From an optimization exercise on the open Yosys and OpenROAD flow, aimed at small area and a short achievable clock period; shortcuts taken in it are not production practice.
Power figures rest on the tool's default switching activity, not on a simulated workload.

main:
==> flow/design.v <==
module span_screensaver_engine (
  input  logic          clk12p5mhz_clk,
  input  logic          reset,
  input  logic          tick,
  input  logic          scroll_en,
  input  logic [7:0]    coordinate_x,
  input  logic [6:0]    coordinate_y,
  input  logic          wr_en,
  input  logic [7:0]    wr_col,
  input  logic [1:0]    wr_span,
  input  logic [6:0]    wr_lower,
  input  logic [6:0]    wr_upper,
  input  logic          pal_we,
  input  logic [3:0]    pal_addr,
  input  logic [15:0]   pal_data,
  output logic          wr_ready,
  output logic [1:0]    phase,
  output logic [15:0]   volume_color
);
  localparam int NCOL = 96;
  logic              run_q;         
  logic [6:0]        cnt_q;         
  logic [6:0]        scroll_q;
  logic              ph_q;
  logic [15:0]       color_q;
  logic [5:0][15:0]  pal_q;         
  logic [NCOL-1:0][11:0] span0_q, span1_q;    
  logic        wr_ok;
  logic [6:0]  waddr;
  logic [11:0] wdata;
  logic        we0, we1;
  assign wr_ok = wr_en && (wr_col < 8'd96) && !wr_span[1];
  assign waddr = run_q ? wr_col[6:0] : cnt_q;
  assign wdata = run_q ? {wr_lower[5:0] | {6{wr_lower[6]}}, wr_upper[5:0] | {6{wr_upper[6]}}}
                       : {6'h3f, 6'h00};
  assign we0   = run_q ? (wr_ok && !wr_span[0]) : 1'b1;
  assign we1   = run_q ? (wr_ok &&  wr_span[0]) : 1'b1;
  always_ff @(posedge clk12p5mhz_clk) begin
    for (int c = 0; c < NCOL; c++) begin
      if (we0 && waddr == 7'(c)) span0_q[c] <= wdata;
      if (we1 && waddr == 7'(c)) span1_q[c] <= wdata;
    end
  end
  always_ff @(posedge clk12p5mhz_clk) begin
    if (reset) begin
      run_q    <= 1'b0;
      cnt_q    <= '0;
      scroll_q <= '0;
      ph_q     <= 1'b0;
    end else begin
      if (!run_q) begin
        if (cnt_q == 7'd95) run_q <= 1'b1;
        else                cnt_q <= cnt_q + 7'd1;
      end
      if (tick) begin
        ph_q <= !ph_q;
        if (scroll_en) scroll_q <= (scroll_q == 7'd95) ? 7'd0 : scroll_q + 7'd1;
      end
    end
  end
  localparam logic [95:0] PAL_INIT = {
    16'hFFFF, 16'h07FF, 16'hF81F,     
    16'h001F, 16'h07E0, 16'hF800      
  };
  always_ff @(posedge clk12p5mhz_clk) begin
    if (reset) pal_q <= PAL_INIT;
    else if (pal_we && !pal_addr[3] && pal_addr[1:0] != 2'd3)
      pal_q[pal_addr[2] ? 3 + pal_addr[1:0] : pal_addr[1:0]] <= pal_data;
  end
  logic [4:0]  xl, sl, pp, gg, oo;
  logic [31:0] lo_sel;
  logic        c5;
  logic [1:0]  xh, sh;
  logic [2:0]  hi_sel;
  logic [2:0][11:0] g0, g1;
  logic [2:0]  ghit;
  logic        hit, visible;
  logic [1:0]  sect;
  logic [15:0] pcol;
  always_comb begin
    xl = coordinate_x[4:0];
    sl = scroll_q[4:0];
    pp = xl ^ sl;
    gg = xl & sl;
    oo = xl | sl;
    for (int j = 0; j < 32; j++) begin
      lo_sel[j] = (pp[0] == j[0]);
      for (int i = 1; i < 5; i++)
        lo_sel[j] = lo_sel[j] & ((pp[i] ^ j[i]) == (j[i-1] ? gg[i-1] : oo[i-1]));
    end
    c5 = ({1'b0, xl} + {1'b0, sl}) >= 6'd32;
    xh = coordinate_x[6:5];
    sh = scroll_q[6:5];
    for (int k = 0; k < 3; k++)
      hi_sel[k] = (xh == 2'(k)              && ((sh == 2'd0 && !c5) || (sh == 2'd2 && c5))) ||
                  (xh == 2'((k + 2) % 3)    && ((sh == 2'd1 && !c5) || (sh == 2'd0 && c5))) ||
                  (xh == 2'((k + 1) % 3)    && ((sh == 2'd2 && !c5) || (sh == 2'd1 && c5)));
    for (int k = 0; k < 3; k++) begin
      g0[k] = '0;
      g1[k] = '0;
      for (int j = 0; j < 32; j++) begin
        g0[k] = g0[k] | ({12{lo_sel[j]}} & span0_q[32*k + j]);
        g1[k] = g1[k] | ({12{lo_sel[j]}} & span1_q[32*k + j]);
      end
      ghit[k] = ((g0[k][11:6] <= coordinate_y[5:0]) && (coordinate_y[5:0] <= g0[k][5:0])) ||
                ((g1[k][11:6] <= coordinate_y[5:0]) && (coordinate_y[5:0] <= g1[k][5:0]));
    end
    hit = |(ghit & hi_sel);
    if (coordinate_x <= 8'd30)      sect = 2'd0;
    else if (coordinate_x <= 8'd65) sect = 2'd1;
    else                            sect = 2'd2;
    visible = run_q && (coordinate_x < 8'd96) &&
              (coordinate_y >= 7'd2) && (coordinate_y < 7'd62);
    pcol = (visible && !reset) ? pal_q[ph_q ? 3 + sect : sect] : 16'h0000;
  end
  always_ff @(posedge clk12p5mhz_clk) color_q <= hit ? pcol : 16'h0000;
  assign wr_ready     = run_q;
  assign phase        = {1'b0, ph_q};
  assign volume_color = color_q;
endmodule
export LEC_CHECK = 0
export CAP_MARGIN = 20
export CORE_MARGIN = 2
export CORE_UTILIZATION = 40
export SETUP_SLACK_MARGIN = 5
export SLEW_MARGIN = 20
create_clock -name core_clock -period 10.0 [get_ports {clk12p5mhz_clk}]
run.sh (not shown) runs the stock make flow with config.mk's settings and CLKGATE_MAP_FILE= SYNTH_SCRIPT=/design/flow/synth_recipe.tcl, a recipe that flattens the netlist after the stock synthesis.
Setup changes, main to the feature branch
==> flow/design.v <==
module span_screensaver_engine (
  input  logic          clk12p5mhz_clk,
  input  logic          reset,
  input  logic          tick,
  input  logic          scroll_en,
  input  logic [7:0]    coordinate_x,
  input  logic [6:0]    coordinate_y,
  input  logic          wr_en,
  input  logic [7:0]    wr_col,
  input  logic [1:0]    wr_span,
  input  logic [6:0]    wr_lower,
  input  logic [6:0]    wr_upper,
  input  logic          pal_we,
  input  logic [3:0]    pal_addr,
  input  logic [15:0]   pal_data,
  output logic          wr_ready,
  output logic [1:0]    phase,
  output logic [15:0]   volume_color
);
  localparam int NCOL = 96;
  logic              run_q;         
  logic [6:0]        cnt_q;         
  logic [6:0]        scroll_q;
  logic              ph_q;
  logic [15:0]       color_q;
  logic [5:0][15:0]  pal_q;         
  logic [NCOL-1:0][11:0] span0_q, span1_q;    
  logic        wr_ok;
  logic [6:0]  waddr;
  logic [11:0] wdata;
  logic        we0, we1;
  assign wr_ok = wr_en && (wr_col < 8'd96) && !wr_span[1];
  assign waddr = run_q ? wr_col[6:0] : cnt_q;
  assign wdata = run_q ? {wr_lower[5:0] | {6{wr_lower[6]}}, wr_upper[5:0] | {6{wr_upper[6]}}}
                       : {6'h3f, 6'h00};
  assign we0   = run_q ? (wr_ok && !wr_span[0]) : 1'b1;
  assign we1   = run_q ? (wr_ok &&  wr_span[0]) : 1'b1;
  always_ff @(posedge clk12p5mhz_clk) begin
    for (int c = 0; c < NCOL; c++) begin
      if (we0 && waddr == 7'(c)) span0_q[c] <= wdata;
      if (we1 && waddr == 7'(c)) span1_q[c] <= wdata;
    end
  end
  always_ff @(posedge clk12p5mhz_clk) begin
    if (reset) begin
      run_q    <= 1'b0;
      cnt_q    <= '0;
      scroll_q <= '0;
      ph_q     <= 1'b0;
    end else begin
      if (!run_q) begin
        if (cnt_q == 7'd95) run_q <= 1'b1;
        else                cnt_q <= cnt_q + 7'd1;
      end
      if (tick) begin
        ph_q <= !ph_q;
        if (scroll_en) scroll_q <= (scroll_q == 7'd95) ? 7'd0 : scroll_q + 7'd1;
      end
    end
  end
  localparam logic [95:0] PAL_INIT = {
    16'hFFFF, 16'h07FF, 16'hF81F,     
    16'h001F, 16'h07E0, 16'hF800      
  };
  always_ff @(posedge clk12p5mhz_clk) begin
    if (reset) pal_q <= PAL_INIT;
    else if (pal_we && !pal_addr[3] && pal_addr[1:0] != 2'd3)
      pal_q[pal_addr[2] ? 3 + pal_addr[1:0] : pal_addr[1:0]] <= pal_data;
  end
  function automatic logic le6(input logic [5:0] a, input logic [5:0] b);
    logic r;
    r = 1'b1;
    for (int i = 0; i < 6; i++) r = (!a[i] & b[i]) | (!(a[i] & !b[i]) & r);
    le6 = r;
  endfunction
  logic [4:0]  xl, sl;
  logic [4:0]        d;
  logic [1:0]        t0;    
  logic [3:0]        t1;
  logic [7:0]        t2;
  logic [15:0]       t3;
  logic [31:0]       t4;
  logic [31:0] lo_sel;
  logic        c5;
  logic [1:0]  xh, sh;
  logic [2:0]  hi_sel;
  logic [2:0][11:0] g0, g1;
  logic [2:0]  ghit;
  logic        hit, visible;
  logic [1:0]  sect;
  logic [15:0] pcol;
  always_comb begin
    sl = scroll_q[4:0];
    for (int v = 0; v < 32; v++) begin
      d = v[4:0] - sl;
      if (v < 2)  t0[v] = d[0];
      if (v < 4)  t1[v] = d[1];
      if (v < 8)  t2[v] = d[2];
      if (v < 16) t3[v] = d[3];
      t4[v] = d[4];
    end
  end
  always_comb begin
    xl = coordinate_x[4:0];
    for (int j = 0; j < 32; j++)
      lo_sel[j] = (xl[0] == t0[j % 2]) & (xl[1] == t1[j % 4]) & (xl[2] == t2[j % 8]) &
                  (xl[3] == t3[j % 16]) & (xl[4] == t4[j]);
    c5 = 1'b0;
    for (int i = 0; i < 5; i++) c5 = (xl[i] & sl[i]) | ((xl[i] | sl[i]) & c5);
    xh = coordinate_x[6:5];
    sh = scroll_q[6:5];
    for (int k = 0; k < 3; k++)
      hi_sel[k] = (xh == 2'(k)              && ((sh == 2'd0 && !c5) || (sh == 2'd2 && c5))) ||
                  (xh == 2'((k + 2) % 3)    && ((sh == 2'd1 && !c5) || (sh == 2'd0 && c5))) ||
                  (xh == 2'((k + 1) % 3)    && ((sh == 2'd2 && !c5) || (sh == 2'd1 && c5)));
    for (int k = 0; k < 3; k++) begin
      g0[k] = '0;
      g1[k] = '0;
      for (int j = 0; j < 32; j++) begin
        g0[k] = g0[k] | ({12{lo_sel[j]}} & span0_q[32*k + j]);
        g1[k] = g1[k] | ({12{lo_sel[j]}} & span1_q[32*k + j]);
      end
      ghit[k] = (le6(g0[k][11:6], coordinate_y[5:0]) && le6(coordinate_y[5:0], g0[k][5:0])) ||
                (le6(g1[k][11:6], coordinate_y[5:0]) && le6(coordinate_y[5:0], g1[k][5:0]));
    end
    hit = |(ghit & hi_sel);
    if (coordinate_x <= 8'd30)      sect = 2'd0;
    else if (coordinate_x <= 8'd65) sect = 2'd1;
    else                            sect = 2'd2;
    visible = run_q && (coordinate_x < 8'd96) &&
              (coordinate_y >= 7'd2) && (coordinate_y < 7'd62);
    pcol = (visible && !reset) ? pal_q[ph_q ? 3 + sect : sect] : 16'h0000;
  end
  always_ff @(posedge clk12p5mhz_clk) color_q <= hit ? pcol : 16'h0000;
  assign wr_ready     = run_q;
  assign phase        = {1'b0, ph_q};
  assign volume_color = color_q;
endmodule
Notes after the runs:
The feature branch has final setup slack of the worst path above what main had. Final-layout fill cell count: the feature branch vs main up 504. Compared with main, in the feature branch clock latency on the worst-skew pair saw little to no change; met3 track demand over resource +1.0 points. In the feature branch, the post-CTS resize count came out 185 above the value in main. Comparing main and the feature branch, die area is higher on the feature branch. Taking main as the reference, in the feature branch routed wire length has increased; core box area went up 2.5%; net switching power of the design rose by 1.4%; combinational power saw an increase; initial standard-cell utilization of the core has remained practically unchanged. Against main, the feature branch comes in 0.0031 ns lower on hold slack. The feature branch — synthesized cell count 5.3% higher, main as reference. Of main and the feature branch, the run reporting the lower power was main.
No functional check of the RTL was part of any run of this note.

[static timing again, ports no longer ideal]
Ports are ideal in the flow. The routed layouts listed here were re-timed in OpenROAD. Step 1: set_driving_cell puts a clkbuf_16 on clk12p5mhz_clk and a buf_2 on each other input, an assumption about the parent block. Step 2 also shifts input and output timing later by t, the mid clock arrival at the registers, as if the neighbouring blocks saw the same clock. a / b / c = ideal ports / drivers / drivers and shift; a / b = the first two.
| run | t (ns) | slack for setup (ns) | clock arrival spread, ns | slew at the worst register clock pin (ns) |
|---|---|---|---|---|
| main | 0.994 | 3.563 / 3.641 / 2.647 | 0.049 / 0.048 | 0.07 / 0.07 |
| the feature branch | 1.003 | 4.548 / 4.581 / 3.577 | 0.052 / 0.051 | 0.07 / 0.07 |
After both steps setup and hold are still met in every run listed. The setup slack of the feature branch, which loses most, moves by +0.033 ns with the drivers and by -0.971 ns with both steps.
